Source: an optimization exercise on an open RTL-to-GDS flow (aim: small area, a short achievable clock period and few clock cycles per item). Production flows keep margins and buffers that such runs may drop. RTL that was checked went through simulation tests only; none was proved equivalent to the original.

## yarrow
## yuv_to_rgb_top
module yuv_to_rgb_top (
	input logic CLOCK_50_I,
	input logic Resetn,
	input logic [31:0] in_pair,
	input logic in_valid,
	output logic in_ready,
	output logic [15:0] out_word,
	output logic out_valid,
	input logic out_ready
);
	logic [15:0] win [6];
	logic [15:0] yq [4];
	logic [1:0] ph, ph_n;
	logic areg, t1, wf;
	logic areg_n, t1_n, wf_n;
	logic [7:0] cnt, cnt_n;
	logic [1:0] fl, pd, fl_n, pd_n;
	logic go;
	logic a0, adv, ld;
	logic step_ok, acc, fstep, pstep, stv;
	logic fs, ps;
	logic [7:0] c0, c1, c2, c3, c4, c5;
	logic [8:0] fp, fq, fr;
	logic [9:0] fa_n, fb_n, fa, fb;
	logic fc_n, fc;
	logic [7:0] fir_q;
	logic [7:0] ym, pu, pv;
	logic [24:0] tm, pt;
	logic [2:0] lr_n, lg_n, lr, lg;
	logic [2:0] lb_n, lb;
	logic [13:0] rpa_n, rpb_n, rpa, rpb, gpa_n, gpb_n, gpa, gpb;
	logic [14:0] bpa_n, bpb_n, bpa, bpb;
	logic [9:0] r_n, g_n;
	logic [10:0] b_n;
	logic [7:0] rs, gs, bs, b_e;
	logic [15:0] word;
	assign a0 = (ph == 2'd0) && wf;
	assign go = !out_valid || out_ready;
	assign adv = go && (a0 || areg || t1);
	assign ld = adv && t1;
	assign step_ok = !wf && !(ph == 2'd1 && areg);
	assign acc = in_valid && in_ready;
	assign fstep = fs;
	assign pstep = ps;
	assign stv = fstep || (acc && cnt >= 8'd3);
	always_comb begin
		ph_n = ph;
		areg_n = areg;
		t1_n = t1;
		if (adv) begin
			areg_n = (ph == 2'd0 && a0) || (ph == 2'd1 && areg);
			t1_n = (ph == 2'd2) ? areg : t1;
			if (!areg_n && !t1_n) ph_n = 2'd0;
			else ph_n = (ph == 2'd2) ? 2'd0 : ph + 2'd1;
		end
		wf_n = (wf && !(a0 && adv)) || stv;
		cnt_n = cnt;
		fl_n = fl;
		pd_n = pd;
		if (acc) begin
			cnt_n = (cnt == 8'(yuv_rgb_pkg::LINE_PAIRS - 1)) ? 8'd0 : cnt + 8'd1;
			if (cnt == 8'(yuv_rgb_pkg::LINE_PAIRS - 1)) fl_n = 2'd3;
			if (cnt == 8'd0) pd_n = 2'd2;
		end
		if (fstep) fl_n = fl - 2'd1;
		if (pstep) pd_n = pd - 2'd1;
	end
	always_ff @(posedge CLOCK_50_I or negedge Resetn) begin
		if (!Resetn) begin
			ph <= 2'd0;
			areg <= 1'b0;
			t1 <= 1'b0;
			wf <= 1'b0;
			cnt <= 8'd0;
			fl <= 2'd0;
			pd <= 2'd0;
			in_ready <= 1'b0;
			fs <= 1'b0;
			ps <= 1'b0;
		end else begin
			ph <= ph_n;
			areg <= areg_n;
			t1 <= t1_n;
			wf <= wf_n;
			cnt <= cnt_n;
			fl <= fl_n;
			pd <= pd_n;
			in_ready <= !wf_n && !(ph_n == 2'd1 && areg_n) && fl_n == 2'd0 && pd_n == 2'd0;
  ...
Size in the first run: about 1,800 cells after synthesis, ~390 flip-flops, ~54 I/O pins, ~24,000 um^2 of cells after synthesis.
clock: 12.0 ns
lec_check: 0
cap_margin: 20
core_margin: 2
core_utilization: 40
cts_buf_list: sky130_fd_sc_hd__clkbuf_8
cts_cluster_diameter: 60
cts_cluster_size: 15
slew_margin: 20
standard.sh (not shown) runs the stock make flow with config.mk's settings and CLKGATE_MAP_FILE= SYNTH_SCRIPT=/design/flow/synth_recipe.tcl, a recipe that flattens the netlist after the stock synthesis.
==> flow/flow/run.sh <==
#!/bin/bash
# The standard layout (standard.sh) with two changes to how it is made; the
# clock period and constraints are unchanged:
# - ports get a plain buffer (buf_2) instead of the delay cell buffer_ports
#   picks by default;
# - ORFS's repair_timing is asked for a setup margin, so the resizer works on
#   paths longer than the period less the margin.
set -euo pipefail
MARGIN=8.5
sed "s|^make -C |make SETUP_SLACK_MARGIN=$MARGIN SKIP_GATE_CLONING=1 'BUFFER_PORTS_ARGS=-buffer_cell sky130_fd_sc_hd__buf_2' -C |" standard.sh > flow_margin.sh
grep -q "SETUP_SLACK_MARGIN=$MARGIN" flow_margin.sh
bash flow_margin.sh finish > make.log 2>&1
Testbench counts of yarrow, summed over its fixed seeds: cycles 23,360, items 7,680.
> inputs changed (yarrow -> onyx)
- changing CORE_UTILIZATION from 40 to 55
- changing CTS_BUF_LIST from sky130_fd_sc_hd__clkbuf_8 to sky130_fd_sc_hd__clkbuf_16
- changing CTS_CLUSTER_SIZE from 15 to 25
- setting PLACE_DENSITY to 0.7 for the first time
- changing CTS_CLUSTER_DIAMETER from 60 to 100
## What came out
onyx vs yarrow, instance count: onyx lower
onyx ended with more routed length per instance than yarrow.
Modified inputs, lagoon compared to onyx
- clearing PLACE_DENSITY, which used to be 0.7
- swapping 55 for 40 in CORE_UTILIZATION
--- outcome ---
lagoon: flow completed, timing, DRC and antenna clean
The core of lagoon is less densely filled than that of onyx.
Relative to onyx, number of tap cells inserted has increased by about 32% in lagoon.
Edits applied to the flow inputs when going from lagoon to willow:
- a change of CTS_CLUSTER_SIZE from 25 to 32
- a change of CTS_CLUSTER_DIAMETER from 100 to 120
[summary]
- willow vs. lagoon: detailed route wirelength on metal2 shows a reduction of 0.82%, multi-input combinational cell count roughly the same, final design utilization lost 0.32 points.
- The final clock period utilization by the worst path of lagoon and that of willow are within noise of each other.
- In terms of global-route wire length before repair, lagoon and willow differ only marginally.
- Diff lagoon and willow: non-clock buffer instance count of the final layout higher in lagoon
Input changes introduced in cedar (baseline for comparison: willow):
- CTS_BUF_LIST no longer set, was sky130_fd_sc_hd__clkbuf_16
- CTS_CLUSTER_SIZE no longer set, was 32
- CTS_CLUSTER_DIAMETER no longer set, was 120
==> comparison <==
Number of post-CTS setup repair buffers in cedar is 19% higher than in willow
Re die extent in x: no difference whatsoever between cedar and willow.
Relative to willow, the register fraction of the total cell area of cedar is lower by 1.3 points.
For the count of clock-buffer cells in the layout, cedar came in 49 higher than willow did.
cedar ends up with higher area of all placed cells without fillers than willow does.
Routed wire in cedar totals more than in willow.


== north ==
yuv_to_rgb_top, a different RTL version from the one above (not shown whole).
Size: ~1800 cells after synthesis, ~390 flip-flops, roughly 54 I/O pins, ~24000 um2 of cells after synthesis.
==> flow/config.mk <==
export PLATFORM = sky130hd
export DESIGN_NAME = yuv_to_rgb_top
export DESIGN_NICKNAME = yuv_to_rgb_top
export VERILOG_FILES = /design/flow/design.v
export SDC_FILE = /design/flow/constraint.sdc
export NUM_CORES = 4
export LEC_CHECK = 0
export CAP_MARGIN = 20
export CORE_MARGIN = 2
export CORE_UTILIZATION = 40
export SLEW_MARGIN = 20
==> flow/constraint.sdc <==
create_clock -name core_clock -period 12.0 [get_ports {CLOCK_50_I}]
set_input_delay 2.4000 -clock core_clock [delete_from_list [all_inputs] [get_ports {CLOCK_50_I}]]
set_output_delay 2.4000 -clock core_clock [all_outputs]
set_load 0.01 [all_outputs]
==> flow/flow/run.sh <==
#!/bin/bash
# The standard layout (standard.sh), with ORFS's repair_timing asked for a
# setup margin: the clock period and constraints are unchanged, the resizer
# just works on paths longer than the period less the margin.
set -euo pipefail
MARGIN=${MARGIN:-7.6}
sed "s|^make -C |make SETUP_SLACK_MARGIN=$MARGIN SKIP_GATE_CLONING=1 -C |" standard.sh > flow_margin.sh
grep -q "SETUP_SLACK_MARGIN=$MARGIN" flow_margin.sh
bash flow_margin.sh finish > make.log 2>&1
north: done, clean on timing, DRC and antenna
Here is what was changed in the inputs of south compared with north.
==> flow/run.sh (new file) <==
#!/bin/bash
# synth_recipe.tcl (not shown) runs the flow's synth.tcl, then flattens the netlist and writes it again
# the make line also repeats each setting of config.mk as NAME=value (left out here)
make -C /OpenROAD-flow-scripts/flow DESIGN_CONFIG=/design/flow/config.mk WORK_HOME=/design/flow/orfs CLKGATE_MAP_FILE= SYNTH_SCRIPT=/design/flow/synth_recipe.tcl finish
removed: flow/flow/run.sh
removed: flow/standard.sh
==> results.txt <==
- Between north and south, the cell count went down.
- The via count was comparable across north and south.
- Between south and north, it is south whose first-pass GRT wire length is higher, by 3.1%.
- From north to south the numbers moved as follows: worst hold slack went up, maximum fanout encountered on the critical timing path went down.
- south vs north, total routed wirelength went up by 0.71%.
- Total of plain and repair buffers excluding clock buffers, north and south, lower one = south.
No run of this note included a check of the RTL's function; only the layout flow was run.


## violet
yuv_to_rgb_top, a different RTL version from the one above (not shown whole).
Size in the first run: ~1800 cells after synthesis, roughly 390 flip-flops, about 54 I/O pins, ~0.024 mm² of cells after synthesis.
export LEC_CHECK = 0
export CAP_MARGIN = 20
export CORE_MARGIN = 2
export CORE_UTILIZATION = 40
export SLEW_MARGIN = 20
create_clock -name core_clock -period 12.0 [get_ports {CLOCK_50_I}]
==> flow/flow/run.sh <==
#!/bin/bash
# The standard layout (standard.sh) with two changes to how it is made; the
# clock period and constraints are unchanged:
# - ports get a plain buffer (buf_2) instead of the delay cell buffer_ports
#   picks by default;
# - ORFS's repair_timing is asked for a setup margin, so the resizer works on
#   paths longer than the period less the margin.
set -euo pipefail
MARGIN=8.0
sed "s|^make -C |make SETUP_SLACK_MARGIN=$MARGIN SKIP_GATE_CLONING=1 'BUFFER_PORTS_ARGS=-buffer_cell sky130_fd_sc_hd__buf_2' -C |" standard.sh > flow_margin.sh
grep -q "SETUP_SLACK_MARGIN=$MARGIN" flow_margin.sh
bash flow_margin.sh finish > make.log 2>&1
violet finished every stage and its layout cleared the timing, DRC and antenna checks.
Testbench counts of violet, summed over its fixed seeds: cycles 23,376, items 7,680.
## Diff of input files: pepper against violet
-- flow/flow/run.sh --
<<< violet, line 7
#   paths longer than the period less the margin.
set -euo pipefail
MARGIN=8.0
sed "s|^make -C |make SETUP_SLACK_MARGIN=$MARGIN SKIP_GATE_CLONING=1 'BUFFER_PORTS_ARGS=-buffer_cell sky130_fd_sc_hd__buf_2' -C |" standard.sh > flow_margin.sh
grep -q "SETUP_SLACK_MARGIN=$MARGIN" flow_margin.sh
>>> pepper, line 7
#   paths longer than the period less the margin.
set -euo pipefail
MARGIN=8.5
sed "s|^make -C |make SETUP_SLACK_MARGIN=$MARGIN SKIP_GATE_CLONING=1 'BUFFER_PORTS_ARGS=-buffer_cell sky130_fd_sc_hd__buf_2' -C |" standard.sh > flow_margin.sh
grep -q "SETUP_SLACK_MARGIN=$MARGIN" flow_margin.sh
==> results.txt <==
- pepper closes out successfully: all stages finished, all timing, DRC and antenna checks passed.
- Max-cap check violation count delta (pepper -> violet): insignificant
- Going from violet to pepper, the global-route usage was found to have gone up by 0.70 points.
- violet → pepper: global-route wire length before repair grew by about 3.4%; clock-cell share of area shrank by 0.26 points; length in cells of the worst reg-to-reg path grew by 1.


Another version of the RTL of yuv_to_rgb_top (not shown whole).
Size in the first run: roughly 390 flip-flops, about 54 I/O pins, roughly 0.024 mm^2 of cells after synthesis.
==> flow/design.v (excerpt) <==
module yuv_to_rgb_top (
	input logic CLOCK_50_I,
	input logic Resetn,
	input logic [31:0] in_pair,
	input logic in_valid,
	output logic in_ready,
	output logic [15:0] out_word,
	output logic out_valid,
	input logic out_ready
);
	logic [15:0] win [6];
	logic [15:0] yq [4];
	logic [1:0] ph, ph_n;
	logic areg, t1, wf;
	logic areg_n, t1_n, wf_n;
	logic [7:0] cnt, cnt_n;
	logic [1:0] fl, pd, fl_n, pd_n;
	logic go;
	logic a0, adv, ld;
	logic step_ok, acc, fstep, pstep, stv;
	logic fs, ps;
	logic [7:0] c0, c1, c2, c3, c4, c5;
	logic [8:0] fp, fq, fr;
	logic [9:0] fa_n, fb_n, fa, fb;
	logic fc_n, fc;
	logic [7:0] fir_q;
	logic [7:0] ym, pu, pv;
	logic [24:0] tm, pt;
	logic [2:0] lr_n, lg_n, lr, lg;
	logic [2:0] lb_n, lb;
	logic [13:0] rpa_n, rpb_n, rpa, rpb, gpa_n, gpb_n, gpa, gpb;
	logic [14:0] bpa_n, bpb_n, bpa, bpb;
	logic [9:0] r_n, g_n;
	logic [10:0] b_n;
	logic [7:0] rs, gs, bs, b_e;
	logic [15:0] word;
	assign a0 = (ph == 2'd0) && wf;
	assign go = !out_valid || out_ready;
	assign adv = go && (a0 || areg || t1);
	assign ld = adv && t1;
	assign step_ok = !wf && !(ph == 2'd1 && areg);
	assign acc = in_valid && in_ready;
	assign fstep = fs;
	assign pstep = ps;
	assign stv = fstep || (acc && cnt >= 8'd3);
	always_comb begin
		ph_n = ph;
		areg_n = areg;
		t1_n = t1;
		if (adv) begin
			areg_n = (ph == 2'd0 && a0) || (ph == 2'd1 && areg);
			t1_n = (ph == 2'd2) ? areg : t1;
			if (!areg_n && !t1_n) ph_n = 2'd0;
			else ph_n = (ph == 2'd2) ? 2'd0 : ph + 2'd1;
		end
		wf_n = (wf && !(a0 && adv)) || stv;
		cnt_n = cnt;
		fl_n = fl;
		pd_n = pd;
		if (acc) begin
			cnt_n = (cnt == 8'(yuv_rgb_pkg::LINE_PAIRS - 1)) ? 8'd0 : cnt + 8'd1;
			if (cnt == 8'(yuv_rgb_pkg::LINE_PAIRS - 1)) fl_n = 2'd3;
			if (cnt == 8'd0) pd_n = 2'd2;
		end
		if (fstep) fl_n = fl - 2'd1;
		if (pstep) pd_n = pd - 2'd1;
	end
  ...
Settings: LEC_CHECK=0, CAP_MARGIN=20, CORE_MARGIN=2, CORE_UTILIZATION=40, CTS_BUF_LIST=sky130_fd_sc_hd__clkbuf_16, CTS_CLUSTER_DIAMETER=100, CTS_CLUSTER_SIZE=25, SLEW_MARGIN=20; clock period 12.0 ns.
==> flow/flow/run.sh <==
#!/bin/bash
# The standard layout (standard.sh) with two changes to how it is made; the
# clock period and constraints are unchanged:
# - ports get a plain buffer (buf_2) instead of the delay cell buffer_ports
#   picks by default;
# - ORFS's repair_timing is asked for a setup margin, so the resizer works on
#   paths longer than the period less the margin.
set -euo pipefail
MARGIN=8.3
sed "s|^make -C |make SETUP_SLACK_MARGIN=$MARGIN SKIP_GATE_CLONING=1 'BUFFER_PORTS_ARGS=-buffer_cell sky130_fd_sc_hd__buf_2' -C |" standard.sh > flow_margin.sh
grep -q "SETUP_SLACK_MARGIN=$MARGIN" flow_margin.sh
bash flow_margin.sh finish > make.log 2>&1
The starting point produced a clean layout.
Then changed:
--- a/flow/flow/run.sh
+++ b/flow/flow/run.sh
@@ -8,3 +8,3 @@
 set -euo pipefail
-MARGIN=8.3
+MARGIN=8.5
 sed "s|^make -C |make SETUP_SLACK_MARGIN=$MARGIN SKIP_GATE_CLONING=1 'BUFFER_PORTS_ARGS=-buffer_cell sky130_fd_sc_hd__buf_2' -C |" standard.sh > flow_margin.sh
Effect:
- cell area climbs slightly
- worst setup slack improves by 0.055 ns
No functional check of the RTL was part of any run of this note.


Setup of v21:
yuv_to_rgb_top with an RTL version that a note above also has.
Size: about 1800 cells after synthesis, roughly 54 I/O pins, roughly 24000 µm² of cells after synthesis.
Settings: LEC_CHECK=0, CAP_MARGIN=20, CORE_MARGIN=2, CORE_UTILIZATION=40, CTS_BUF_LIST=sky130_fd_sc_hd__clkbuf_16, CTS_CLUSTER_DIAMETER=100, CTS_CLUSTER_SIZE=25, SLEW_MARGIN=20; clock period 12.0 ns.
==> flow/flow/run.sh <==
#!/bin/bash
# The standard layout (standard.sh) with two changes to how it is made; the
# clock period and constraints are unchanged:
# - ports get a plain buffer (buf_2) instead of the delay cell buffer_ports
#   picks by default;
# - ORFS's repair_timing is asked for a setup margin, so the resizer works on
#   paths longer than the period less the margin.
set -euo pipefail
MARGIN=8.7
sed "s|^make -C |make SETUP_SLACK_MARGIN=$MARGIN SKIP_GATE_CLONING=1 'BUFFER_PORTS_ARGS=-buffer_cell sky130_fd_sc_hd__buf_2' -C |" standard.sh > flow_margin.sh
grep -q "SETUP_SLACK_MARGIN=$MARGIN" flow_margin.sh
bash flow_margin.sh finish > make.log 2>&1
Testbench counts of v21, summed over its fixed seeds: cycles 23,360, items 7,680.
Inputs modified between v21 and v24:
-- flow/flow/run.sh --
<<< v21, line 7
#   paths longer than the period less the margin.
set -euo pipefail
MARGIN=8.7
sed "s|^make -C |make SETUP_SLACK_MARGIN=$MARGIN SKIP_GATE_CLONING=1 'BUFFER_PORTS_ARGS=-buffer_cell sky130_fd_sc_hd__buf_2' -C |" standard.sh > flow_margin.sh
grep -q "SETUP_SLACK_MARGIN=$MARGIN" flow_margin.sh
>>> v24, line 7
#   paths longer than the period less the margin.
set -euo pipefail
MARGIN=8.3
sed "s|^make -C |make SETUP_SLACK_MARGIN=$MARGIN SKIP_GATE_CLONING=1 'BUFFER_PORTS_ARGS=-buffer_cell sky130_fd_sc_hd__buf_2' -C |" standard.sh > flow_margin.sh
grep -q "SETUP_SLACK_MARGIN=$MARGIN" flow_margin.sh
v24 ends up with lower register-to-register slack than v21 does. Number of iterations in the first detailed-routing pass (v24 over v21): decrease, 2. There was hardly any difference in worst hold slack after final layout between v21 and v24. Summary of v24 over v21: number of nets in the finished design -56; cell area after placement ~0 delta; die boundary height closely matched the old numbers.

-- afterwards: timing with drivers on the ports --
In the flow no input, the clock included, has a driving cell. The finished layouts below were timed again as built, in two steps.
Step 1: set_driving_cell puts a clkbuf_16 on CLOCK_50_I and a buf_2 on each other input, an assumption about the parent block.
Step 2 adds t to the input delays and takes it off the output delays; t is the mean of the earliest and latest rising clock arrival at the registers after step 1. Input paths then give back, and output paths get back, about the clock's delay inside the block.
Three values: no drivers, after step 1, after step 2; two values: the first two.
run	shift t [ns]	setup slack, ns	hold WS [ns]	worst slew at a driven data input, ns	cell pins on the clock port's net
yarrow	0.645	8.428 / 8.379 / 7.977	0.422 / 0.422 / 0.422	0.03	1
onyx	0.604	8.447 / 8.394 / 8.038	0.419 / 0.419 / 0.419	0.03	1
lagoon	0.605	8.467 / 8.414 / 8.075	0.418 / 0.418 / 0.418	0.03	1
willow	0.592	8.457 / 8.405 / 8.086	0.420 / 0.420 / 0.420	0.03	1
cedar	0.631	8.468 / 8.415 / 7.981	0.417 / 0.417 / 0.417	0.03	1
north	0.618	7.802 / 7.802 / 7.291	0.410 / 0.410 / 0.410	0.04	1
south	0.626	7.615 / 7.615 / 7.281	0.418 / 0.418 / 0.418	0.04	1
violet	0.625	8.098 / 8.098 / 7.626	0.417 / 0.417 / 0.417	0.03	1
pepper	0.621	8.307 / 8.307 / 8.028	0.404 / 0.404 / 0.404	0.04	1
the first run of note 4	0.603	8.053 / 8.053 / 7.874	0.413 / 0.413 / 0.413	0.05	1
the second run of note 4	0.592	8.108 / 8.108 / 8.009	0.419 / 0.419 / 0.419	0.05	1
v21	0.611	8.461 / 8.405 / 8.108	0.422 / 0.422 / 0.422	0.04	1
v24	0.614	8.404 / 8.363 / 7.881	0.420 / 0.420 / 0.420	0.03	1
After both steps every run listed still meets setup and hold. For v24, which loses most, drivers alone change the setup slack by -0.041 ns; drivers and shift together by -0.523 ns.
